What follows belongs to an exercise in optimizing a design on an open flow for small area, a short achievable clock period and few clock cycles per item; a production flow would make more cautious choices.
In this exercise RTL edits were held to simulation tests only and were not proved equivalent to the original.

## flow/design.v (module list and top-level ports; edited modules follow where they fit)
// module asl_cordic: 319 lines
// module asl_slew_mul: 1828 lines
// module angle_slew_limiter_unit: 1447 lines
module angle_slew_limiter_unit
(
    input  logic                                   clk,
    input  logic                                   rst_n,
    input  logic                                   cfg_valid,
    output logic                                   cfg_ready,
    input  logic [asl_pkg::RATE_W-1:0]             cfg_max_rate,
    input  logic                                   frame_valid,
    output logic                                   frame_ready,
    input  logic signed [asl_pkg::VEC_WIDTH-1:0]   frame_tgt_x,
    input  logic signed [asl_pkg::VEC_WIDTH-1:0]   frame_tgt_y,
    input  logic signed [asl_pkg::VEC_WIDTH-1:0]   frame_src_x,
    input  logic signed [asl_pkg::VEC_WIDTH-1:0]   frame_src_y,
    input  logic [asl_pkg::STAMP_W-1:0]            frame_stamp_us,
    output logic                                   result_valid,
    input  logic                                   result_ready,
    output logic signed [asl_pkg::OUT_ANGLE_W-1:0] result_angle,
    output logic                                   result_was_limited,
    output logic                                   result_was_held
);
  // ...
==> flow/run.sh <==
#!/bin/bash
# synth_recipe.tcl (not shown) runs the flow's synth.tcl, then flattens the netlist and writes it again
# the make line also repeats each setting of config.mk as NAME=value (left out here)
make -C /OpenROAD-flow-scripts/flow DESIGN_CONFIG=/design/flow/config.mk WORK_HOME=/design/flow/orfs CLKGATE_MAP_FILE= SYNTH_SCRIPT=/design/flow/synth_recipe.tcl finish
==> flow/config.mk <==
export PLATFORM = sky130hd
export DESIGN_NAME = angle_slew_limiter_unit
export DESIGN_NICKNAME = angle_slew_limiter_unit
export VERILOG_FILES = /design/flow/design.v
export SDC_FILE = /design/flow/constraint.sdc
export NUM_CORES = 4
export LEC_CHECK = 0
export ABC_CLOCK_PERIOD_IN_PS = 4000
export CAP_MARGIN = 20
export CORE_MARGIN = 2
export CORE_UTILIZATION = 50
export SETUP_SLACK_MARGIN = 3.5
export SLEW_MARGIN = 20
==> flow/constraint.sdc <==
create_clock -name core_clock -period 7.5 [get_ports {clk}]
set_input_delay 1.5000 -clock core_clock [delete_from_list [all_inputs] [get_ports {clk}]]
set_output_delay 1.5000 -clock core_clock [all_outputs]
set_load 0.01 [all_outputs]
==> Flow_metrics.wiki, run 1 <==
{| class="wikitable"
! Metric !! Value
|-
| Count of cells resized by post-cts repair || ~480
|-
| Wire length of the first global-routing pass || 465 mm
|-
| Clock Skew || 0.0358 ns
|-
| Max-cap violations || 0
|-
| Met1 WL || roughly 130 mm
|-
| Via total after detailed routing || 83555
|-
| Run status || finished clean
|-
| Warning count from the yosys run || 6
|-
| Area of combinational cells with multiple inputs || 69500 um^2
|-
| Effective utilization at floorplan || 0.504
|-
| Fraction of layout instances using a drive strength above 1 || 0.133
|-
| Fraction of post-synthesis cell area in the top cell type by area || 0.280
|-
| Main synth FF type || sky130_fd_sc_hd__dfxtp_1
|-
| Worst R2R End || mem[9][10]$_DFFE_PP_
|-
| End point of the most critical hold path || u_cor_t.rd_11[4]$_DFF_P_
|-
| Count of flip-flops and latches || 2139
|-
| Final std cell area, no fill || 137000 um^2
|-
| Number of clock buffers inserted by TritonCTS || 223
|-
| Buffers and inverters on the worst path || 4
|-
| Proportion of synthesized flip-flops having asynchronous set or reset || 0.0566
|-
| Buffer cell driving the clock tree root || sky130_fd_sc_hd__clkbuf_16
|-
| Biggest register || mem
|-
| Cells after Synth || 11443
|-
| Adder-cell share of the synthesized area || 0.195
|-
| Total of clock buffers placed in the layout || between 200 and 300
|-
| Synthesized area divided by synthesized cell count || 10.3 um^2
|-
| Highest metal layer used by the detailed router || met5
|}
Testbench counts, summed over its fixed seeds: cycles 2,720, items 2,048.
==> module asl_cordic, before the edit <==
module asl_cordic (
    input  logic        clk,
    input  logic [16:0] x_in,    
    input  logic [16:0] y_in,    
    input  logic        f_in,    
    output logic        flip_out,
    output logic [15:0] d_out
);
    logic f1;
    assign f1 = f_in;
    logic [16:0] x_0;
    logic [16:0] y_0;
    assign x_0 = x_in;
    assign y_0 = y_in;
    logic d_0;
    assign d_0 = !y_0[16] && (y_0 != '0);
    logic [16:0] x_1;
    logic [16:0] y_1;
    logic [16:0] ys_0;
    assign ys_0 = y_0[16:0];
    logic [16:0] xs_0;
    assign xs_0 = x_0[16:0];
    assign x_1 = x_0 + (ys_0 ^ {17{!d_0}}) + 17'(!d_0);
    assign y_1 = y_0[16:0] + (xs_0 ^ {17{d_0}}) + 17'(d_0);
    logic [16:0] rx_1;
    logic [16:0] ry_1;
    logic [0:0] rd_1;
    logic rf_1;
    always_ff @(posedge clk) begin
        rx_1 <= x_1;
        ry_1 <= y_1;
        rd_1 <= {d_0};
        rf_1 <= f1;
    end
    logic d_1;
    assign d_1 = !ry_1[16] && (ry_1 != '0);
    logic [16:0] x_2;
    logic [16:0] y_2;
    logic [16:0] ys_1;
    assign ys_1 = {{1{ry_1[16]}}, ry_1[16:1]};
    logic [16:0] xs_1;
    assign xs_1 = {1'd0, rx_1[16:1]};
    assign x_2 = rx_1 + (ys_1 ^ {17{!d_1}}) + 17'(!d_1);
    assign y_2 = ry_1[16:0] + (xs_1 ^ {17{d_1}}) + 17'(d_1);
    logic [16:0] rx_2;
    logic [16:0] ry_2;
    logic [1:0] rd_2;
    logic rf_2;
    always_ff @(posedge clk) begin
        rx_2 <= x_2;
        ry_2 <= y_2;
        rd_2 <= {d_1, rd_1};
        rf_2 <= rf_1;
    end
    logic d_2;
    assign d_2 = !ry_2[16] && (ry_2 != '0);
    logic [16:0] x_3;
    logic [15:0] y_3;
    logic [16:0] ys_2;
    assign ys_2 = {{2{ry_2[16]}}, ry_2[16:2]};
    logic [15:0] xs_2;
    assign xs_2 = {1'd0, rx_2[16:2]};
    assign x_3 = rx_2 + (ys_2 ^ {17{!d_2}}) + 17'(!d_2);
    assign y_3 = ry_2[15:0] + (xs_2 ^ {16{d_2}}) + 16'(d_2);
    logic [16:0] rx_3;
    logic [15:0] ry_3;
    logic [2:0] rd_3;
    logic rf_3;
    always_ff @(posedge clk) begin
        rx_3 <= x_3;
        ry_3 <= y_3;
        rd_3 <= {d_2, rd_2};
        rf_3 <= rf_2;
    end
    logic d_3;
    assign d_3 = !ry_3[15] && (ry_3 != '0);
    logic [16:0] x_4;
    logic [13:0] y_4;
    logic [16:0] ys_3;
    assign ys_3 = {{4{ry_3[15]}}, ry_3[15:3]};
    logic [13:0] xs_3;
    assign xs_3 = rx_3[16:3];
    assign x_4 = rx_3 + (ys_3 ^ {17{!d_3}}) + 17'(!d_3);
    assign y_4 = ry_3[13:0] + (xs_3 ^ {14{d_3}}) + 14'(d_3);
    logic [16:0] rx_4;
    logic [13:0] ry_4;
    logic [3:0] rd_4;
    logic rf_4;
    always_ff @(posedge clk) begin
        rx_4 <= x_4;
        ry_4 <= y_4;
        rd_4 <= {d_3, rd_3};
        rf_4 <= rf_3;
    end
    logic d_4;
    assign d_4 = !ry_4[13] && (ry_4 != '0);
    logic [16:0] x_5;
    logic [13:0] y_5;
    logic [16:0] ys_4;
    assign ys_4 = {{7{ry_4[13]}}, ry_4[13:4]};
    logic [13:0] xs_4;
    assign xs_4 = {1'd0, rx_4[16:4]};
    assign x_5 = rx_4 + (ys_4 ^ {17{!d_4}}) + 17'(!d_4);
    assign y_5 = ry_4[13:0] + (xs_4 ^ {14{d_4}}) + 14'(d_4);
    logic [16:0] rx_5;
    logic [13:0] ry_5;
    logic [4:0] rd_5;
    logic rf_5;
    always_ff @(posedge clk) begin
        rx_5 <= x_5;
        ry_5 <= y_5;
        rd_5 <= {d_4, rd_4};
        rf_5 <= rf_4;
    end
    logic d_5;
    assign d_5 = !ry_5[13] && (ry_5 != '0);
    logic [16:0] x_6;
    logic [12:0] y_6;
    logic [16:0] ys_5;
    assign ys_5 = {{8{ry_5[13]}}, ry_5[13:5]};
    logic [12:0] xs_5;
    assign xs_5 = {1'd0, rx_5[16:5]};
    assign x_6 = rx_5 + (ys_5 ^ {17{!d_5}}) + 17'(!d_5);
    assign y_6 = ry_5[12:0] + (xs_5 ^ {13{d_5}}) + 13'(d_5);
    logic [16:0] rx_6;
    logic [12:0] ry_6;
    logic [5:0] rd_6;
    logic rf_6;
    always_ff @(posedge clk) begin
        rx_6 <= x_6;
        ry_6 <= y_6;
        rd_6 <= {d_5, rd_5};
        rf_6 <= rf_5;
    end
    logic d_6;
    assign d_6 = !ry_6[12] && (ry_6 != '0);
    logic [16:0] x_7;
    logic [11:0] y_7;
    logic [16:0] ys_6;
    assign ys_6 = {{10{ry_6[12]}}, ry_6[12:6]};
    logic [11:0] xs_6;
    assign xs_6 = {1'd0, rx_6[16:6]};
    assign x_7 = rx_6 + (ys_6 ^ {17{!d_6}}) + 17'(!d_6);
    assign y_7 = ry_6[11:0] + (xs_6 ^ {12{d_6}}) + 12'(d_6);
    logic [16:0] rx_7;
    logic [11:0] ry_7;
    logic [6:0] rd_7;
    logic rf_7;
    always_ff @(posedge clk) begin
        rx_7 <= x_7;
        ry_7 <= y_7;
        rd_7 <= {d_6, rd_6};
        rf_7 <= rf_6;
    end
    logic d_7;
    assign d_7 = !ry_7[11] && (ry_7 != '0);
    logic [16:0] x_8;
    logic [10:0] y_8;
    logic [16:0] ys_7;
    assign ys_7 = {{12{ry_7[11]}}, ry_7[11:7]};
    logic [10:0] xs_7;
    assign xs_7 = {1'd0, rx_7[16:7]};
    assign x_8 = rx_7 + (ys_7 ^ {17{!d_7}}) + 17'(!d_7);
    assign y_8 = ry_7[10:0] + (xs_7 ^ {11{d_7}}) + 11'(d_7);
    logic [16:0] rx_8;
    logic [10:0] ry_8;
    logic [7:0] rd_8;
    logic rf_8;
    always_ff @(posedge clk) begin
        rx_8 <= x_8;
        ry_8 <= y_8;
        rd_8 <= {d_7, rd_7};
        rf_8 <= rf_7;
    end
    logic d_8;
    assign d_8 = !ry_8[10] && (ry_8 != '0);
    logic [16:0] x_9;
    logic [9:0] y_9;
    logic [16:0] ys_8;
    assign ys_8 = {{14{ry_8[10]}}, ry_8[10:8]};
    logic [9:0] xs_8;
    assign xs_8 = {1'd0, rx_8[16:8]};
    assign x_9 = rx_8 + (ys_8 ^ {17{!d_8}}) + 17'(!d_8);
    assign y_9 = ry_8[9:0] + (xs_8 ^ {10{d_8}}) + 10'(d_8);
    logic [16:0] rx_9;
    logic [9:0] ry_9;
    logic [8:0] rd_9;
    logic rf_9;
    always_ff @(posedge clk) begin
        rx_9 <= x_9;
        ry_9 <= y_9;
        rd_9 <= {d_8, rd_8};
        rf_9 <= rf_8;
    end
    logic d_9;
    assign d_9 = !ry_9[9] && (ry_9 != '0);
    logic [16:0] x_10;
    logic [8:0] y_10;
    logic [16:0] ys_9;
    assign ys_9 = {{16{ry_9[9]}}, ry_9[9:9]};
    logic [8:0] xs_9;
    assign xs_9 = {1'd0, rx_9[16:9]};
    assign x_10 = rx_9 + (ys_9 ^ {17{!d_9}}) + 17'(!d_9);
    assign y_10 = ry_9[8:0] + (xs_9 ^ {9{d_9}}) + 9'(d_9);
    logic [16:0] rx_10;
    logic [8:0] ry_10;
    logic [9:0] rd_10;
    logic rf_10;
    always_ff @(posedge clk) begin
        rx_10 <= x_10;
        ry_10 <= y_10;
        rd_10 <= {d_9, rd_9};
        rf_10 <= rf_9;
    end
    logic d_10;
    assign d_10 = !ry_10[8] && (ry_10 != '0);
    logic [16:0] x_11;
    logic [7:0] y_11;
    logic [16:0] ys_10;
    assign ys_10 = {17{ry_10[8]}};
    logic [7:0] xs_10;
    assign xs_10 = {1'd0, rx_10[16:10]};
    assign x_11 = rx_10 + (ys_10 ^ {17{!d_10}}) + 17'(!d_10);
    assign y_11 = ry_10[7:0] + (xs_10 ^ {8{d_10}}) + 8'(d_10);
    logic [16:0] rx_11;
    logic [7:0] ry_11;
    logic [10:0] rd_11;
    logic rf_11;
    always_ff @(posedge clk) begin
        rx_11 <= x_11;
        ry_11 <= y_11;
        rd_11 <= {d_10, rd_10};
        rf_11 <= rf_10;
    end
    logic d_11;
    assign d_11 = !ry_11[7] && (ry_11 != '0);
    logic [16:0] x_12;
    logic [6:0] y_12;
    logic [16:0] ys_11;
    assign ys_11 = {17{ry_11[7]}};
    logic [6:0] xs_11;
    assign xs_11 = {1'd0, rx_11[16:11]};
    assign x_12 = rx_11 + (ys_11 ^ {17{!d_11}}) + 17'(!d_11);
    assign y_12 = ry_11[6:0] + (xs_11 ^ {7{d_11}}) + 7'(d_11);
    logic [16:0] rx_12;
    logic [6:0] ry_12;
    logic [11:0] rd_12;
    logic rf_12;
    always_ff @(posedge clk) begin
        rx_12 <= x_12;
        ry_12 <= y_12;
        rd_12 <= {d_11, rd_11};
        rf_12 <= rf_11;
    end
    logic d_12;
    assign d_12 = !ry_12[6] && (ry_12 != '0);
    logic [16:0] x_13;
    logic [5:0] y_13;
    logic [16:0] ys_12;
    assign ys_12 = {17{ry_12[6]}};
    logic [5:0] xs_12;
    assign xs_12 = {1'd0, rx_12[16:12]};
    assign x_13 = rx_12 + (ys_12 ^ {17{!d_12}}) + 17'(!d_12);
    assign y_13 = ry_12[5:0] + (xs_12 ^ {6{d_12}}) + 6'(d_12);
    logic [16:0] rx_13;
    logic [5:0] ry_13;
    logic [12:0] rd_13;
    logic rf_13;
    always_ff @(posedge clk) begin
        rx_13 <= x_13;
        ry_13 <= y_13;
        rd_13 <= {d_12, rd_12};
        rf_13 <= rf_12;
    end
    logic d_13;
    assign d_13 = !ry_13[5] && (ry_13 != '0);
    logic [16:0] x_14;
    logic [4:0] y_14;
    logic [16:0] ys_13;
    assign ys_13 = {17{ry_13[5]}};
    logic [4:0] xs_13;
    assign xs_13 = {1'd0, rx_13[16:13]};
    assign x_14 = rx_13 + (ys_13 ^ {17{!d_13}}) + 17'(!d_13);
    assign y_14 = ry_13[4:0] + (xs_13 ^ {5{d_13}}) + 5'(d_13);
    logic [16:0] rx_14;
    logic [4:0] ry_14;
    logic [13:0] rd_14;
    logic rf_14;
    always_ff @(posedge clk) begin
        rx_14 <= x_14;
        ry_14 <= y_14;
        rd_14 <= {d_13, rd_13};
        rf_14 <= rf_13;
    end
    logic d_14;
    assign d_14 = !ry_14[4] && (ry_14 != '0);
    logic [16:0] x_15;
    logic [4:0] y_15;
    logic [16:0] ys_14;
    assign ys_14 = {17{ry_14[4]}};
    logic [4:0] xs_14;
    assign xs_14 = {2'd0, rx_14[16:14]};
    assign x_15 = rx_14 + (ys_14 ^ {17{!d_14}}) + 17'(!d_14);
    assign y_15 = ry_14[4:0] + (xs_14 ^ {5{d_14}}) + 5'(d_14);
    logic [16:0] rx_15;
    logic [4:0] ry_15;
    logic [14:0] rd_15;
    logic rf_15;
    always_ff @(posedge clk) begin
        rx_15 <= x_15;
        ry_15 <= y_15;
        rd_15 <= {d_14, rd_14};
        rf_15 <= rf_14;
    end
    logic d_15;
    assign d_15 = !ry_15[4] && (ry_15 != '0);
    assign d_out = {d_15, rd_15};
    assign flip_out = rf_15;
endmodule
==> run 2, diff against run 1 <==
--- a/flow/design.v
+++ b/flow/design.v
@@ -44,17 +44,22 @@
     logic d_1;
     assign d_1 = !ry_1[16] && (ry_1 != '0);
     logic [16:0] x_2;
     logic [16:0] y_2;
     logic [16:0] ys_1;
     assign ys_1 = {{1{ry_1[16]}}, ry_1[16:1]};
     logic [16:0] xs_1;
     assign xs_1 = {1'd0, rx_1[16:1]};
-    assign x_2 = rx_1 + (ys_1 ^ {17{!d_1}}) + 17'(!d_1);
+    logic [16:0] xt_1;
+    logic [1:0] xh_1;
+    assign xt_1 = d_1 ? ({2'b00, rx_1[14:0]} + ys_1[16:0]) : ({2'b00, rx_1[14:0]} - ys_1[16:0]);
+    assign xh_1 = (xt_1[16:15] == 2'b01) ? (rx_1[16:15] + 1'b1) :
+                   (xt_1[16:15] == 2'b11) ? (rx_1[16:15] - 1'b1) : rx_1[16:15];
+    assign x_2 = {xh_1, xt_1[14:0]};
     assign y_2 = ry_1[16:0] + (xs_1 ^ {17{d_1}}) + 17'(d_1);
     logic [16:0] rx_2;
     logic [16:0] ry_2;
     logic [1:0] rd_2;
     logic rf_2;
     always_ff @(posedge clk) begin
         rx_2 <= x_2;
         ry_2 <= y_2;
@@ -64,17 +69,22 @@
     logic d_2;
     assign d_2 = !ry_2[16] && (ry_2 != '0);
     logic [16:0] x_3;
     logic [15:0] y_3;
     logic [16:0] ys_2;
     assign ys_2 = {{2{ry_2[16]}}, ry_2[16:2]};
     logic [15:0] xs_2;
     assign xs_2 = {1'd0, rx_2[16:2]};
-    assign x_3 = rx_2 + (ys_2 ^ {17{!d_2}}) + 17'(!d_2);
+    logic [15:0] xt_2;
+    logic [2:0] xh_2;
+    assign xt_2 = d_2 ? ({2'b00, rx_2[13:0]} + ys_2[15:0]) : ({2'b00, rx_2[13:0]} - ys_2[15:0]);
+    assign xh_2 = (xt_2[15:14] == 2'b01) ? (rx_2[16:14] + 1'b1) :
+                   (xt_2[15:14] == 2'b11) ? (rx_2[16:14] - 1'b1) : rx_2[16:14];
+    assign x_3 = {xh_2, xt_2[13:0]};
     assign y_3 = ry_2[15:0] + (xs_2 ^ {16{d_2}}) + 16'(d_2);
     logic [16:0] rx_3;
     logic [15:0] ry_3;
     logic [2:0] rd_3;
     logic rf_3;
     always_ff @(posedge clk) begin
         rx_3 <= x_3;
         ry_3 <= y_3;
@@ -84,17 +94,22 @@
     logic d_3;
     assign d_3 = !ry_3[15] && (ry_3 != '0);
     logic [16:0] x_4;
     logic [13:0] y_4;
     logic [16:0] ys_3;
     assign ys_3 = {{4{ry_3[15]}}, ry_3[15:3]};
     logic [13:0] xs_3;
     assign xs_3 = rx_3[16:3];
-    assign x_4 = rx_3 + (ys_3 ^ {17{!d_3}}) + 17'(!d_3);
+    logic [13:0] xt_3;
+    logic [4:0] xh_3;
+    assign xt_3 = d_3 ? ({2'b00, rx_3[11:0]} + ys_3[13:0]) : ({2'b00, rx_3[11:0]} - ys_3[13:0]);
+    assign xh_3 = (xt_3[13:12] == 2'b01) ? (rx_3[16:12] + 1'b1) :
+                   (xt_3[13:12] == 2'b11) ? (rx_3[16:12] - 1'b1) : rx_3[16:12];
+    assign x_4 = {xh_3, xt_3[11:0]};
     assign y_4 = ry_3[13:0] + (xs_3 ^ {14{d_3}}) + 14'(d_3);
     logic [16:0] rx_4;
     logic [13:0] ry_4;
     logic [3:0] rd_4;
     logic rf_4;
     always_ff @(posedge clk) begin
         rx_4 <= x_4;
         ry_4 <= y_4;
@@ -104,17 +119,22 @@
     logic d_4;
     assign d_4 = !ry_4[13] && (ry_4 != '0);
     logic [16:0] x_5;
     logic [13:0] y_5;
     logic [16:0] ys_4;
     assign ys_4 = {{7{ry_4[13]}}, ry_4[13:4]};
     logic [13:0] xs_4;
     assign xs_4 = {1'd0, rx_4[16:4]};
-    assign x_5 = rx_4 + (ys_4 ^ {17{!d_4}}) + 17'(!d_4);
+    logic [10:0] xt_4;
+    logic [7:0] xh_4;
+    assign xt_4 = d_4 ? ({2'b00, rx_4[8:0]} + ys_4[10:0]) : ({2'b00, rx_4[8:0]} - ys_4[10:0]);
+    assign xh_4 = (xt_4[10:9] == 2'b01) ? (rx_4[16:9] + 1'b1) :
+                   (xt_4[10:9] == 2'b11) ? (rx_4[16:9] - 1'b1) : rx_4[16:9];
+    assign x_5 = {xh_4, xt_4[8:0]};
     assign y_5 = ry_4[13:0] + (xs_4 ^ {14{d_4}}) + 14'(d_4);
     logic [16:0] rx_5;
     logic [13:0] ry_5;
     logic [4:0] rd_5;
     logic rf_5;
     always_ff @(posedge clk) begin
         rx_5 <= x_5;
         ry_5 <= y_5;
@@ -124,17 +144,22 @@
     logic d_5;
     assign d_5 = !ry_5[13] && (ry_5 != '0);
     logic [16:0] x_6;
     logic [12:0] y_6;
     logic [16:0] ys_5;
     assign ys_5 = {{8{ry_5[13]}}, ry_5[13:5]};
     logic [12:0] xs_5;
     assign xs_5 = {1'd0, rx_5[16:5]};
-    assign x_6 = rx_5 + (ys_5 ^ {17{!d_5}}) + 17'(!d_5);
+    logic [9:0] xt_5;
+    logic [8:0] xh_5;
+    assign xt_5 = d_5 ? ({2'b00, rx_5[7:0]} + ys_5[9:0]) : ({2'b00, rx_5[7:0]} - ys_5[9:0]);
+    assign xh_5 = (xt_5[9:8] == 2'b01) ? (rx_5[16:8] + 1'b1) :
+                   (xt_5[9:8] == 2'b11) ? (rx_5[16:8] - 1'b1) : rx_5[16:8];
+    assign x_6 = {xh_5, xt_5[7:0]};
     assign y_6 = ry_5[12:0] + (xs_5 ^ {13{d_5}}) + 13'(d_5);
     logic [16:0] rx_6;
     logic [12:0] ry_6;
     logic [5:0] rd_6;
     logic rf_6;
     always_ff @(posedge clk) begin
         rx_6 <= x_6;
         ry_6 <= y_6;
@@ -144,17 +169,22 @@
     logic d_6;
     assign d_6 = !ry_6[12] && (ry_6 != '0);
     logic [16:0] x_7;
     logic [11:0] y_7;
     logic [16:0] ys_6;
     assign ys_6 = {{10{ry_6[12]}}, ry_6[12:6]};
     logic [11:0] xs_6;
     assign xs_6 = {1'd0, rx_6[16:6]};
-    assign x_7 = rx_6 + (ys_6 ^ {17{!d_6}}) + 17'(!d_6);
+    logic [7:0] xt_6;
+    logic [10:0] xh_6;
+    assign xt_6 = d_6 ? ({2'b00, rx_6[5:0]} + ys_6[7:0]) : ({2'b00, rx_6[5:0]} - ys_6[7:0]);
+    assign xh_6 = (xt_6[7:6] == 2'b01) ? (rx_6[16:6] + 1'b1) :
+                   (xt_6[7:6] == 2'b11) ? (rx_6[16:6] - 1'b1) : rx_6[16:6];
+    assign x_7 = {xh_6, xt_6[5:0]};
     assign y_7 = ry_6[11:0] + (xs_6 ^ {12{d_6}}) + 12'(d_6);
     logic [16:0] rx_7;
     logic [11:0] ry_7;
     logic [6:0] rd_7;
     logic rf_7;
     always_ff @(posedge clk) begin
         rx_7 <= x_7;
         ry_7 <= y_7;
@@ -164,17 +194,22 @@
     logic d_7;
     assign d_7 = !ry_7[11] && (ry_7 != '0);
     logic [16:0] x_8;
     logic [10:0] y_8;
     logic [16:0] ys_7;
     assign ys_7 = {{12{ry_7[11]}}, ry_7[11:7]};
     logic [10:0] xs_7;
     assign xs_7 = {1'd0, rx_7[16:7]};
-    assign x_8 = rx_7 + (ys_7 ^ {17{!d_7}}) + 17'(!d_7);
+    logic [5:0] xt_7;
+    logic [12:0] xh_7;
+    assign xt_7 = d_7 ? ({2'b00, rx_7[3:0]} + ys_7[5:0]) : ({2'b00, rx_7[3:0]} - ys_7[5:0]);
+    assign xh_7 = (xt_7[5:4] == 2'b01) ? (rx_7[16:4] + 1'b1) :
+                   (xt_7[5:4] == 2'b11) ? (rx_7[16:4] - 1'b1) : rx_7[16:4];
+    assign x_8 = {xh_7, xt_7[3:0]};
     assign y_8 = ry_7[10:0] + (xs_7 ^ {11{d_7}}) + 11'(d_7);
     logic [16:0] rx_8;
     logic [10:0] ry_8;
     logic [7:0] rd_8;
     logic rf_8;
     always_ff @(posedge clk) begin
         rx_8 <= x_8;
         ry_8 <= y_8;
@@ -184,17 +219,22 @@
     logic d_8;
     assign d_8 = !ry_8[10] && (ry_8 != '0);
     logic [16:0] x_9;
     logic [9:0] y_9;
     logic [16:0] ys_8;
     assign ys_8 = {{14{ry_8[10]}}, ry_8[10:8]};
     logic [9:0] xs_8;
     assign xs_8 = {1'd0, rx_8[16:8]};
-    assign x_9 = rx_8 + (ys_8 ^ {17{!d_8}}) + 17'(!d_8);
+    logic [3:0] xt_8;
+    logic [14:0] xh_8;
+    assign xt_8 = d_8 ? ({2'b00, rx_8[1:0]} + ys_8[3:0]) : ({2'b00, rx_8[1:0]} - ys_8[3:0]);
+    assign xh_8 = (xt_8[3:2] == 2'b01) ? (rx_8[16:2] + 1'b1) :
+                   (xt_8[3:2] == 2'b11) ? (rx_8[16:2] - 1'b1) : rx_8[16:2];
+    assign x_9 = {xh_8, xt_8[1:0]};
     assign y_9 = ry_8[9:0] + (xs_8 ^ {10{d_8}}) + 10'(d_8);
     logic [16:0] rx_9;
     logic [9:0] ry_9;
     logic [8:0] rd_9;
     logic rf_9;
     always_ff @(posedge clk) begin
         rx_9 <= x_9;
         ry_9 <= y_9;
@@ -204,132 +244,122 @@
     logic d_9;
     assign d_9 = !ry_9[9] && (ry_9 != '0);
     logic [16:0] x_10;
     logic [8:0] y_10;
     logic [16:0] ys_9;
     assign ys_9 = {{16{ry_9[9]}}, ry_9[9:9]};
     logic [8:0] xs_9;
     assign xs_9 = {1'd0, rx_9[16:9]};
-    assign x_10 = rx_9 + (ys_9 ^ {17{!d_9}}) + 17'(!d_9);
+    logic [2:0] xt_9;
+    logic [15:0] xh_9;
+    assign xt_9 = d_9 ? ({2'b00, rx_9[0:0]} + ys_9[2:0]) : ({2'b00, rx_9[0:0]} - ys_9[2:0]);
+    assign xh_9 = (xt_9[2:1] == 2'b01) ? (rx_9[16:1] + 1'b1) :
+                   (xt_9[2:1] == 2'b11) ? (rx_9[16:1] - 1'b1) : rx_9[16:1];
+    assign x_10 = {xh_9, xt_9[0:0]};
     assign y_10 = ry_9[8:0] + (xs_9 ^ {9{d_9}}) + 9'(d_9);
-    logic [16:0] rx_10;
-    logic [8:0] ry_10;
-    logic [9:0] rd_10;
-    logic rf_10;
-    always_ff @(posedge clk) begin
-        rx_10 <= x_10;
-        ry_10 <= y_10;
-        rd_10 <= {d_9, rd_9};
-        rf_10 <= rf_9;
-    end
     logic d_10;
-    assign d_10 = !ry_10[8] && (ry_10 != '0);
+    assign d_10 = !y_10[8] && (y_10 != '0);
     logic [16:0] x_11;
     logic [7:0] y_11;
     logic [16:0] ys_10;
-    assign ys_10 = {17{ry_10[8]}};
+    assign ys_10 = {17{y_10[8]}};
     logic [7:0] xs_10;
-    assign xs_10 = {1'd0, rx_10[16:10]};
-    assign x_11 = rx_10 + (ys_10 ^ {17{!d_10}}) + 17'(!d_10);
-    assign y_11 = ry_10[7:0] + (xs_10 ^ {8{d_10}}) + 8'(d_10);
-    logic [16:0] rx_11;
-    logic [7:0] ry_11;
-    logic [10:0] rd_11;
-    logic rf_11;
+    assign xs_10 = {1'd0, x_10[16:10]};
+    logic [2:0] xt_10;
+    logic [15:0] xh_10;
+    assign xt_10 = d_10 ? ({2'b00, x_10[0:0]} + ys_10[2:0]) : ({2'b00, x_10[0:0]} - ys_10[2:0]);
+    assign xh_10 = (xt_10[2:1] == 2'b01) ? (x_10[16:1] + 1'b1) :
+                   (xt_10[2:1] == 2'b11) ? (x_10[16:1] - 1'b1) : x_10[16:1];
+    assign x_11 = {xh_10, xt_10[0:0]};
+    assign y_11 = y_10[7:0] + (xs_10 ^ {8{d_10}}) + 8'(d_10);
+    logic [16:0] rx_10;
+    logic [7:0] ry_10;
+    logic [10:0] rd_10;
+    logic rf_10;
     always_ff @(posedge clk) begin
-        rx_11 <= x_11;
-        ry_11 <= y_11;
-        rd_11 <= {d_10, rd_10};
-        rf_11 <= rf_10;
+        rx_10 <= x_11;
+        ry_10 <= y_11;
+        rd_10 <= {d_10, d_9, rd_9};
+        rf_10 <= rf_9;
     end
     logic d_11;
-    assign d_11 = !ry_11[7] && (ry_11 != '0);
+    assign d_11 = !ry_10[7] && (ry_10 != '0);
     logic [16:0] x_12;
     logic [6:0] y_12;
     logic [16:0] ys_11;
-    assign ys_11 = {17{ry_11[7]}};
+    assign ys_11 = {17{ry_10[7]}};
     logic [6:0] xs_11;
-    assign xs_11 = {1'd0, rx_11[16:11]};
-    assign x_12 = rx_11 + (ys_11 ^ {17{!d_11}}) + 17'(!d_11);
-    assign y_12 = ry_11[6:0] + (xs_11 ^ {7{d_11}}) + 7'(d_11);
-    logic [16:0] rx_12;
-    logic [6:0] ry_12;
-    logic [11:0] rd_12;
-    logic rf_12;
-    always_ff @(posedge clk) begin
-        rx_12 <= x_12;
-        ry_12 <= y_12;
-        rd_12 <= {d_11, rd_11};
-        rf_12 <= rf_11;
-    end
+    assign xs_11 = {1'd0, rx_10[16:11]};
+    logic [2:0] xt_11;
+    logic [15:0] xh_11;
+    assign xt_11 = d_11 ? ({2'b00, rx_10[0:0]} + ys_11[2:0]) : ({2'b00, rx_10[0:0]} - ys_11[2:0]);
+    assign xh_11 = (xt_11[2:1] == 2'b01) ? (rx_10[16:1] + 1'b1) :
+                   (xt_11[2:1] == 2'b11) ? (rx_10[16:1] - 1'b1) : rx_10[16:1];
+    assign x_12 = {xh_11, xt_11[0:0]};
+    assign y_12 = ry_10[6:0] + (xs_11 ^ {7{d_11}}) + 7'(d_11);
     logic d_12;
-    assign d_12 = !ry_12[6] && (ry_12 != '0);
+    assign d_12 = !y_12[6] && (y_12 != '0);
     logic [16:0] x_13;
     logic [5:0] y_13;
     logic [16:0] ys_12;
-    assign ys_12 = {17{ry_12[6]}};
+    assign ys_12 = {17{y_12[6]}};
     logic [5:0] xs_12;
-    assign xs_12 = {1'd0, rx_12[16:12]};
-    assign x_13 = rx_12 + (ys_12 ^ {17{!d_12}}) + 17'(!d_12);
-    assign y_13 = ry_12[5:0] + (xs_12 ^ {6{d_12}}) + 6'(d_12);
-    logic [16:0] rx_13;
-    logic [5:0] ry_13;
-    logic [12:0] rd_13;
-    logic rf_13;
+    assign xs_12 = {1'd0, x_12[16:12]};
+    logic [2:0] xt_12;
+    logic [15:0] xh_12;
+    assign xt_12 = d_12 ? ({2'b00, x_12[0:0]} + ys_12[2:0]) : ({2'b00, x_12[0:0]} - ys_12[2:0]);
+    assign xh_12 = (xt_12[2:1] == 2'b01) ? (x_12[16:1] + 1'b1) :
+                   (xt_12[2:1] == 2'b11) ? (x_12[16:1] - 1'b1) : x_12[16:1];
+    assign x_13 = {xh_12, xt_12[0:0]};
+    assign y_13 = y_12[5:0] + (xs_12 ^ {6{d_12}}) + 6'(d_12);
+    logic [16:0] rx_11;
+    logic [5:0] ry_11;
+    logic [12:0] rd_11;
+    logic rf_11;
     always_ff @(posedge clk) begin
-        rx_13 <= x_13;
-        ry_13 <= y_13;
-        rd_13 <= {d_12, rd_12};
-        rf_13 <= rf_12;
+        rx_11 <= x_13;
+        ry_11 <= y_13;
+        rd_11 <= {d_12, d_11, rd_10};
+        rf_11 <= rf_10;
     end
     logic d_13;
-    assign d_13 = !ry_13[5] && (ry_13 != '0);
+    assign d_13 = !ry_11[5] && (ry_11 != '0);
     logic [16:0] x_14;
     logic [4:0] y_14;
     logic [16:0] ys_13;
-    assign ys_13 = {17{ry_13[5]}};
+    assign ys_13 = {17{ry_11[5]}};
     logic [4:0] xs_13;
-    assign xs_13 = {1'd0, rx_13[16:13]};
-    assign x_14 = rx_13 + (ys_13 ^ {17{!d_13}}) + 17'(!d_13);
-    assign y_14 = ry_13[4:0] + (xs_13 ^ {5{d_13}}) + 5'(d_13);
-    logic [16:0] rx_14;
-    logic [4:0] ry_14;
-    logic [13:0] rd_14;
-    logic rf_14;
-    always_ff @(posedge clk) begin
-        rx_14 <= x_14;
-        ry_14 <= y_14;
-        rd_14 <= {d_13, rd_13};
-        rf_14 <= rf_13;
-    end
+    assign xs_13 = {1'd0, rx_11[16:13]};
+    logic [2:0] xt_13;
+    logic [15:0] xh_13;
+    assign xt_13 = d_13 ? ({2'b00, rx_11[0:0]} + ys_13[2:0]) : ({2'b00, rx_11[0:0]} - ys_13[2:0]);
+    assign xh_13 = (xt_13[2:1] == 2'b01) ? (rx_11[16:1] + 1'b1) :
+                   (xt_13[2:1] == 2'b11) ? (rx_11[16:1] - 1'b1) : rx_11[16:1];
+    assign x_14 = {xh_13, xt_13[0:0]};
+    assign y_14 = ry_11[4:0] + (xs_13 ^ {5{d_13}}) + 5'(d_13);
     logic d_14;
-    assign d_14 = !ry_14[4] && (ry_14 != '0);
+    assign d_14 = !y_14[4] && (y_14 != '0);
     logic [16:0] x_15;
     logic [4:0] y_15;
     logic [16:0] ys_14;
-    assign ys_14 = {17{ry_14[4]}};
+    assign ys_14 = {17{y_14[4]}};
     logic [4:0] xs_14;
-    assign xs_14 = {2'd0, rx_14[16:14]};
-    assign x_15 = rx_14 + (ys_14 ^ {17{!d_14}}) + 17'(!d_14);
-    assign y_15 = ry_14[4:0] + (xs_14 ^ {5{d_14}}) + 5'(d_14);
-    logic [16:0] rx_15;
-    logic [4:0] ry_15;
-    logic [14:0] rd_15;
-    logic rf_15;
-    always_ff @(posedge clk) begin
-        rx_15 <= x_15;
-        ry_15 <= y_15;
-        rd_15 <= {d_14, rd_14};
-        rf_15 <= rf_14;
-    end
+    assign xs_14 = {2'd0, x_14[16:14]};
+    logic [2:0] xt_14;
+    logic [15:0] xh_14;
+    assign xt_14 = d_14 ? ({2'b00, x_14[0:0]} + ys_14[2:0]) : ({2'b00, x_14[0:0]} - ys_14[2:0]);
+    assign xh_14 = (xt_14[2:1] == 2'b01) ? (x_14[16:1] + 1'b1) :
+                   (xt_14[2:1] == 2'b11) ? (x_14[16:1] - 1'b1) : x_14[16:1];
+    assign x_15 = {xh_14, xt_14[0:0]};
+    assign y_15 = y_14[4:0] + (xs_14 ^ {5{d_14}}) + 5'(d_14);
     logic d_15;
-    assign d_15 = !ry_15[4] && (ry_15 != '0);
-    assign d_out = {d_15, rd_15};
-    assign flip_out = rf_15;
+    assign d_15 = !y_15[4] && (y_15 != '0);
+    assign d_out = {d_15, d_14, d_13, rd_11};
+    assign flip_out = rf_11;
 endmodule
 `timescale 1ns / 1ps
 module asl_slew_mul
 (
     input  logic        clk,
     input  logic [31:0] rate,
     input  logic [31:0] dt,
     output logic [14:0] lim,
@@ -2171,20 +2201,20 @@
     input  logic signed [asl_pkg::VEC_WIDTH-1:0]   frame_src_y,
     input  logic [asl_pkg::STAMP_W-1:0]            frame_stamp_us,
     output logic                                   result_valid,
     input  logic                                   result_ready,
     output logic signed [asl_pkg::OUT_ANGLE_W-1:0] result_angle,
     output logic                                   result_was_limited,
     output logic                                   result_was_held
 );
-    localparam int G     = 16;           
+    localparam int G     = 12;           
     localparam int MST   = 2;         
-    localparam int SST   = 19;         
-    localparam int DEPTH = 21;       
+    localparam int SST   = 15;         
+    localparam int DEPTH = 17;       
     localparam int CNT_W = $clog2(DEPTH + 1);
     localparam int PTR_W = $clog2(DEPTH);
     logic [31:0] rate_q;
     logic [31:0] last_q;
     logic [CNT_W-1:0] cnt_q, cnt_n;
     logic ready_q;
     logic acc, take;
     logic rv_q;
@@ -2882,20 +2912,22 @@
     assign zt_w300 = dt_w[1] ^ dt_w[4] ^ zt_w249;
     assign zt_w301 = (dt_w[1] & dt_w[4]) | (dt_w[1] & zt_w249) | (dt_w[4] & zt_w249);
     assign zt_w302 = 1'b1 ^ dt_w[3];
     assign zt_w303 = 1'b1 & dt_w[3];
     assign zt_w304 = 1'b1 ^ dt_w[2];
     assign zt_w305 = 1'b1 & dt_w[2];
     assign zt_w306 = 1'b1 ^ dt_w[1];
     assign zt_w307 = 1'b1 & dt_w[1];
-    logic [31:0] zt_a, zt_b, zt_z;
+    logic [31:0] zt_a, zt_b;
+    logic [15:0] zt_lo;
+    logic zt_c;
     assign zt_a = {1'b1, dt_w[0], zt_w306, zt_w304, zt_w302, zt_w300, zt_w298, zt_w296, zt_w294, zt_w292, zt_w290, zt_w288, zt_w286, zt_w284, zt_w282, zt_w280, zt_w278, zt_w276, zt_w274, zt_w272, zt_w270, zt_w268, zt_w266, zt_w264, zt_w262, zt_w260, zt_w258, zt_w256, zt_w254, zt_w252, zt_w250, 1'b0};
     assign zt_b = {ft_w, zt_w307, zt_w305, zt_w303, zt_w301, zt_w299, zt_w297, zt_w295, zt_w293, zt_w291, zt_w289, zt_w287, zt_w285, zt_w283, zt_w281, zt_w279, zt_w277, zt_w275, zt_w273, zt_w271, zt_w269, zt_w267, zt_w265, zt_w263, zt_w261, zt_w259, zt_w257, zt_w255, zt_w253, zt_w251, dt_w[15], 1'b0};
-    assign zt_z = zt_a + zt_b;
+    assign {zt_c, zt_lo} = {1'b0, zt_a[15:0]} + {1'b0, zt_b[15:0]};
     logic zs_w0;
     logic zs_w1;
     logic zs_w2;
     logic zs_w3;
     logic zs_w4;
     logic zs_w5;
     logic zs_w6;
     logic zs_w7;
@@ -3502,45 +3534,53 @@
     assign zs_w300 = ds_w[1] ^ ds_w[4] ^ zs_w249;
     assign zs_w301 = (ds_w[1] & ds_w[4]) | (ds_w[1] & zs_w249) | (ds_w[4] & zs_w249);
     assign zs_w302 = 1'b1 ^ ds_w[3];
     assign zs_w303 = 1'b1 & ds_w[3];
     assign zs_w304 = 1'b1 ^ ds_w[2];
     assign zs_w305 = 1'b1 & ds_w[2];
     assign zs_w306 = 1'b1 ^ ds_w[1];
     assign zs_w307 = 1'b1 & ds_w[1];
-    logic [31:0] zs_a, zs_b, zs_z;
+    logic [31:0] zs_a, zs_b;
+    logic [15:0] zs_lo;
+    logic zs_c;
     assign zs_a = {1'b1, ds_w[0], zs_w306, zs_w304, zs_w302, zs_w300, zs_w298, zs_w296, zs_w294, zs_w292, zs_w290, zs_w288, zs_w286, zs_w284, zs_w282, zs_w280, zs_w278, zs_w276, zs_w274, zs_w272, zs_w270, zs_w268, zs_w266, zs_w264, zs_w262, zs_w260, zs_w258, zs_w256, zs_w254, zs_w252, zs_w250, 1'b0};
     assign zs_b = {fs_w, zs_w307, zs_w305, zs_w303, zs_w301, zs_w299, zs_w297, zs_w295, zs_w293, zs_w291, zs_w289, zs_w287, zs_w285, zs_w283, zs_w281, zs_w279, zs_w277, zs_w275, zs_w273, zs_w271, zs_w269, zs_w267, zs_w265, zs_w263, zs_w261, zs_w259, zs_w257, zs_w255, zs_w253, zs_w251, ds_w[15], 1'b0};
-    assign zs_z = zs_a + zs_b;
+    assign {zs_c, zs_lo} = {1'b0, zs_a[15:0]} + {1'b0, zs_b[15:0]};
     logic [15:0] bt, bs;
     logic [15:0] des;
+    logic [15:0] zt_ah, zt_bh, zs_ah, zs_bh;
+    logic        zt_cq, zs_cq;
     always_ff @(posedge clk)
     begin
-        bt <= zt_z[31:16];
-        bs <= zs_z[31:16];
-        des <= bt - bs;
+        zt_ah <= zt_a[31:16];
+        zt_bh <= zt_b[31:16];
+        zt_cq <= zt_c;
+        zs_ah <= zs_a[31:16];
+        zs_bh <= zs_b[31:16];
+        zs_cq <= zs_c;
+        des   <= (zt_ah + zt_bh + 16'(zt_cq)) - (zs_ah + zs_bh + 16'(zs_cq));
     end
+    assign bt = '0;
+    assign bs = '0;
     logic [15:0] cur_q;
-    logic [15:0] q, lim16, new_angle, cur_p, cur_m;
-    logic signed [18:0] wn, wp;
-    logic qlt, over_pos, over_neg, held_s, nolim_s, limd;
+    logic [15:0] lim16, new_angle, cur_p, cur_m;
+    logic [17:0] ss, xs;
+    logic [18:0] ys;
+    logic [1:0]  kk;
+    logic over_pos, over_neg, held_s, nolim_s, limd;
     assign held_s  = held_p[SST];
     assign nolim_s = nolim_p[SST];
     assign lim16   = {1'b0, lim_p[SST]};
-    assign q       = des ^ 16'h8000;
-    assign qlt     = q < cur_q;
-    logic signed [18:0] qx, cx, lx;
-    assign qx = {3'b000, q};
-    assign cx = {3'b000, cur_q};
-    assign lx = {3'b000, lim16};
-    assign wn = qx - cx + lx - 19'sd32768;
-    assign wp = qx - cx - lx - 19'sd32769;
-    assign over_neg = qlt ? (wn < -19'sd65536) : (wn < 19'sd0);
-    assign over_pos = !(qlt ? (wp < -19'sd65536) : (wp < 19'sd0));
+    assign ss = {2'b00, des} + {2'b00, ~cur_q} + 18'd32769;
+    assign xs = {3'b000, lim_p[SST]} + {2'b00, des} + {2'b00, ~cur_q} + 18'd32769;
+    assign ys = {4'b0000, ~lim_p[SST]} + 19'd32768 + {3'b000, des} + {3'b000, ~cur_q} + 19'd32769;
+    assign kk = ss[17:16];
+    assign over_neg = xs[17:15] < {kk, 1'b1};
+    assign over_pos = ys[18:15] >= ({1'b0, kk, 1'b0} + 4'd3);
     assign cur_p = cur_q + lim16;
     assign cur_m = cur_q - lim16;
     always_comb
     begin
         if (held_s)
             new_angle = cur_q;
         else if (nolim_s)
             new_angle = des;
==> flow/config.mk (replaced) <==
export PLATFORM = sky130hd
export DESIGN_NAME = angle_slew_limiter_unit
export DESIGN_NICKNAME = angle_slew_limiter_unit
export VERILOG_FILES = /design/flow/design.v
export SDC_FILE = /design/flow/constraint.sdc
export NUM_CORES = 4
export LEC_CHECK = 0
export ABC_AREA = 1
export ABC_CLOCK_PERIOD_IN_PS = 4000
export CAP_MARGIN = 20
export CORE_MARGIN = 2
export CORE_UTILIZATION = 45
export SETUP_SLACK_MARGIN = 3.3
export SLEW_MARGIN = 20
==> run 2 against run 1 <==
Utilization is 7.4 points lower. Final cell count is 0.26% lower. Wire length is 13% lower. Non-clock buffer count is 197 lower. Sequential share of layout area is 1.5 points lower. Count of clock-buffer cells in the layout is 63 lower. Setup slack better by 1.5 ns. Critical endpoint is now out_q[16]$_DFFE_PP_. Highest routed layer is now met4.
==> Flow_metrics.wiki, run 2 <==
{| class="wikitable"
! Metric !! Value
|-
| Run status || finished clean (unchanged)
|-
| Antenna violations before repair || 6 (unchanged)
|-
| Area of the core || 233000 um^2 (about the same)
|-
| Count of input and output buffers || 152 (unchanged)
|-
| Critical path data arrival time || 4.83 ns (was 6.31 ns)
|-
| Die W || 488 um (about the same)
|-
| Maximum clock frequency || 239 MHz (was 175 MHz)
|-
| Synthesis-to-layout area growth || 13.9% (was 17.0%)
|-
| Count of endpoints failing hold in the final timing report || 0 (unchanged)
|-
| Max-cap violations || 0 (unchanged)
|-
| Final total negative setup slack || 0 ns (unchanged)
|-
| Cell class contributing the biggest share of worst-path delay || simple AND/OR/NAND/NOR gates (was compound AO/OA/AOI/OAI gates)
|-
| Regs by FF count || mem (288), lim_p (195) (was mem (360), lim_p (255))
|-
| Register-to-register path setup slack || 3.31 ns (was 1.78 ns)
|-
| Proportion of synthesized chip area in sequential cells || 0.375 (was 0.402)
|-
| Cells after Synth || 11627 (was 11443)
|-
| Setup repair after global routing missed its margin || true (unchanged)
|-
| Biggest area consumer among synthesized cells || sky130_fd_sc_hd__dfxtp_1 (unchanged)
|-
| Proportion of synthesized flip-flops having asynchronous set or reset || 0.0643 (was 0.0566)
|-
| Buffers and inverters on the worst path || 3 (was 4)
|-
| Crit-path max FO || 17 (was 6)
|-
| Worst hold path class || register to register (unchanged)
|-
| Residual overflow from global routing || 0 (unchanged)
|-
| CP cell instances || inv_2 -> fa_1 -> ha_1 -> nand2_1 -> nor2_1 -> nand2_1 -> o211ai_1 -> buf_4 -> a21oi_2 -> or4_4 -> a21oi_4 -> nor2_1 -> ha_1 -> nand2_1 -> nand3b_1 -> nand2_4 -> buf_12 -> o21ai_0 -> nand2_1 -> nand3_1 -> nand2_4 -> nand2_4 -> nand2_1 -> nand2_1
|-
| Clk Latency, worst-skew pair || 0.86 ns (was 0.88 ns)
|-
| Worst Tran Pin Value || 1.07 ns (was 1.10 ns)
|-
| Commonest cells after routing, fill and taps aside || 1686 x sky130_fd_sc_hd__nand2_1, 1478 x sky130_fd_sc_hd__inv_1, 1332 x sky130_fd_sc_hd__dfxtp_1 (was 1572 x sky130_fd_sc_hd__dfxtp_1, 987 x sky130_fd_sc_hd__ha_1, 861 x sky130_fd_sc_hd__xnor2_1)
|-
| Biggest cell delay along the critical path || 0.44 ns (was 0.51 ns)
|-
| Clock Skew || 0.0572 ns (was 0.0358 ns)
|-
| Most repeated cell in the gate-level netlist after synthesis || sky130_fd_sc_hd__nand2_1 (was sky130_fd_sc_hd__dfxtp_1)
|-
| Weighted congestion reported at the end of routability-driven placement || 0.897 (was 0.906)
|-
| Data required time at the worst endpoint || 8.14 ns (was 8.09 ns)
|-
| Number of clock sinks seen by CTS || 1789 (was 2139)
|-
| Hold Crit Depth || 0 (unchanged)
|-
| HP Start || lim_p[3][10]$_DFF_P_ (was u_cor_t.rd_10[4]$_DFF_P_)
|-
| Via total after detailed routing || 77949 (was 83555)
|-
| Flops & latches, synth || 1789 (was 2139)
|-
| Number of logic stages on the critical path including buffering || 24 (was 29)
|-
| Buffer cell driving the clock tree root || sky130_fd_sc_hd__clkbuf_16 (unchanged)
|-
| Leading post-synthesis cells by instance count || 1742 x sky130_fd_sc_hd__nand2_1, 1508 x sky130_fd_sc_hd__inv_1, 1368 x sky130_fd_sc_hd__dfxtp_1, 1163 x sky130_fd_sc_hd__xor2_1, 813 x sky130_fd_sc_hd__ha_1 (was 1640 x sky130_fd_sc_hd__dfxtp_1, 1007 x sky130_fd_sc_hd__ha_1, 873 x sky130_fd_sc_hd__xnor2_1, 829 x sky130_fd_sc_hd__nor2_1)
|-
| Fin crit period || 4.19 ns (was 5.72 ns)
|-
| Biggest register || mem (unchanged)
|-
| Highest-delay cell along the critical path || sky130_fd_sc_hd__or4_4 (was sky130_fd_sc_hd__a221o_4)
|-
| Drt initial violations || 5149 (was 5538)
|-
| Final worst path period share || 0.558 (was 0.763)
|-
| Final std cell area, no fill || 120000 um^2 (was 137000 um^2)
|-
| First-pass iteration count of the detailed router || 6 (unchanged)
|-
| DP Wirelength || 196 mm (was 211 mm)
|-
| Max-slew violation count || 0 (unchanged)
|-
| Crit path launch type || register (unchanged)
|-
| Library cells used by synthesis || 74 (was 100)
|-
| Effective utilization at floorplan || 0.452 (was 0.504)
|-
| Worst max-slew margin expressed relative to the limit || 0.286 (was 0.261)
|-
| Worst-path clk slew || 0.07 ns (was 0.06 ns)
|-
| Post-synth EDFFs || 306 (was 378)
|-
| Die Outline Area || 238000 um^2 (was 239000 um^2)
|-
| Layout Nets || 13438 (was 13478)
|-
| Category of the worst setup path capture point || register (unchanged)
|-
| Buffer depth of the longest clock path || 3 (unchanged)
|-
| Clock H-tree levels || 4 (unchanged)
|-
| Critical path's most frequent cell || sky130_fd_sc_hd__nand2_1 (was sky130_fd_sc_hd__o21ai_1)
|-
| IO Pins || 154 (unchanged)
|-
| Crit Path Class || register to register (unchanged)
|-
| Number of cell instances on the worst register-to-register path || 24 (was 29)
|-
| Synthesized area divided by synthesized cell count || 9.05 um^2 (was 10.3 um^2)
|-
| Setup slack at placement || 1.71 ns (was 1.29 ns)
|-
| Fraction of post-synthesis cell area in the top cell type by area || 0.260 (was 0.280)
|-
| Worst flop-to-flop path startpoint || cur_q[6]$_DFFE_PN0P_ (was cur_q[0]$_DFFE_PN0P_)
|-
| End point of the most critical hold path || lim_p[4][10]$_DFF_P_ (was u_cor_t.rd_11[4]$_DFF_P_)
|-
| Number of clock buffers inserted by TritonCTS || 191 (was 223)
|-
| Worst hold slack || 0.270 ns (was 0.306 ns)
|-
| Placement-stage cell area || 110000 um^2 (was 123000 um^2)
|-
| Fill cell instance count of the final layout || 21179 (was 19709)
|-
| Final setup violating endpoints || 0 (unchanged)
|-
| Global router's overall resource usage || 0.215 (was 0.245)
|-
| Most common cell after layout, fill and taps aside || sky130_fd_sc_hd__nand2_1 (was sky130_fd_sc_hd__dfxtp_1)
|-
| Via count of the first global-routing pass || 78610 (was 84945)
|-
| Fraction of layout instances using a drive strength above 1 || 0.0793 (was 0.133)
|-
| Maximum number of pins on one net before global-route repair || 79 (was 107)
|-
| Remaining DRCs || 0 (unchanged)
|-
| Least setup slack across all paths after layout || 3.31 ns (was 1.78 ns)
|-
| Clock tree from TritonCTS || done (unchanged)
|-
| Final wirelength || 260 mm (was 297 mm)
|-
| Cell Area, Synth || 105000 um^2 (was 117000 um^2)
|-
| Row count || 177 (unchanged)
|-
| Flip-flop count of the largest register after layout || 288 (was 360)
|-
| Wire length of the first global-routing pass || 415 mm (was 465 mm)
|-
| Final antenna-violating net count || 0 (unchanged)
|-
| Warning count from the yosys run || 6 (unchanged)
|-
| Average detailed-routed wire length per instance || 17.2 um (was 19.6 um)
|-
| Leading post-synthesis cells by cell area || sky130_fd_sc_hd__dfxtp_1 26%, sky130_fd_sc_hd__fa_1 10%, sky130_fd_sc_hd__xor2_1 9.7% (was sky130_fd_sc_hd__dfxtp_1 28%, sky130_fd_sc_hd__ha_1 11%, sky130_fd_sc_hd__edfxtp_1 9.7%)
|-
| Drt via density || 5.15 (was 5.50)
|-
| Main synth FF type || sky130_fd_sc_hd__dfxtp_1 (unchanged)
|-
| Height of the die || 488 um (about the same)
|-
| Worst R2R End || out_q[16]$_DFFE_PP_ (was mem[9][10]$_DFFE_PP_)
|}
## run 2: stage by stage
step | util | std cells
global route | 0.515 | 15147
floorplan | - | 11628
CTS | 0.508 | 15056
global placement | 0.473 | 14631
finish | 0.515 | 15148
detailed placement | 0.474 | 14633
## run 2: worst max-delay path by stage
stage,from,endpoint
after global placement,cur_q[9]$_DFFE_PN0P_,mem[15][8]$_DFFE_PP_
final,cur_q[6]$_DFFE_PN0P_,out_q[16]$_DFFE_PP_
after global routing,cur_q[6]$_DFFE_PN0P_,out_q[16]$_DFFE_PP_
after detailed placement,cur_q[9]$_DFFE_PN0P_,mem[8][8]$_DFFE_PP_
after floorplan,cur_q[1]$_DFFE_PN0P_,mem[0][17]$_DFFE_PP_
after CTS,u_cor_s.ry_3[0]$_DFF_P_,u_cor_s.rx_4[16]$_DFF_P_
## run 2: cells by family (layout without fill, tap and decap cells)
kind of cell | count (synthesis) | in the layout | share of synthesized area
other cells | 2 | 5 | 0.0000714
mux | 1 | 1 | 0.0000951
xor+xnor | 1495 | 1495 | 0.125
fa+ha+maj | 1361 | 1361 | 0.201
compound gates | 1857 | 1857 | 0.101
buf+inv | 1801 | 2271 | 0.0647
simple gates | 3321 | 3326 | 0.133
flops | 1789 | 1789 | 0.375
## run 2: routing by layer
metal  track usage  up-vias  wire (um)
li1              -    38635          -
met1         0.287    37009     117000
met2         0.364     1895     122000
met3        0.0294      410      13400
met4        0.0622        0       6800
met5             0        -          0
## run 2: cell type report
class | count | area [um^2] | area share
diodes | 2 | 5.00 | 0.0000418
clock buffers | 234 | 5160 | 0.0430
clock inverters | 118 | 1610 | 0.0135
inverters | 1546 | 5880 | 0.0491
multi-input cells | 8043 | 60300 | 0.503
flip-flops and latches | 1789 | 39600 | 0.330
well taps | 3043 | 3810 | 0.0318
repair buffers | 372 | 3520 | 0.0294
repair inverters | 1 | 7.51 | 0.0000626
## run 2: repair_timing
action	4_1_cts	5_1_grt
buffers inserted	69	82
endpoints found under the setup margin	428	427
hold buffers	0	0
cloned	2	8
pin swaps	27	109
resized for setup	157	263
Testbench counts of run 2, summed over its fixed seeds: cycles 2,592, items 2,048.

## re-timing with driven ports
How much do the figures lean on ideal ports? The routed layouts below were timed once more, with nothing changed but the port constraints. Step 1 (the two cells are an assumption about what drives the block):
set clk [get_ports {clk}]
set_driving_cell -lib_cell sky130_fd_sc_hd__clkbuf_16 $clk
set_driving_cell -lib_cell sky130_fd_sc_hd__buf_2 [delete_from_list [all_inputs] $clk]
Step 2 also shifts input and output timing later by t, the mid clock arrival at the registers, as if the neighbouring blocks saw the same clock. Three values: ideal ports, drivers, drivers and shift; two values: the first two.
run	t, ns	setup WS [ns]	worst hold slack (ns)	latest minus earliest clock arrival (ns)	pins driven straight from the clock port
run 1	0.960	1.781 / 1.781 / 1.781	0.306 / 0.306 / 0.306	0.037 / 0.037	1
run 2	0.939	3.312 / 3.312 / 2.820	0.270 / 0.270 / 0.270	0.087 / 0.087	1
After both steps setup and hold are still met in every run listed. The setup slack of run 2, which loses most, moves by 0.000 ns with the drivers and by -0.492 ns with both steps.
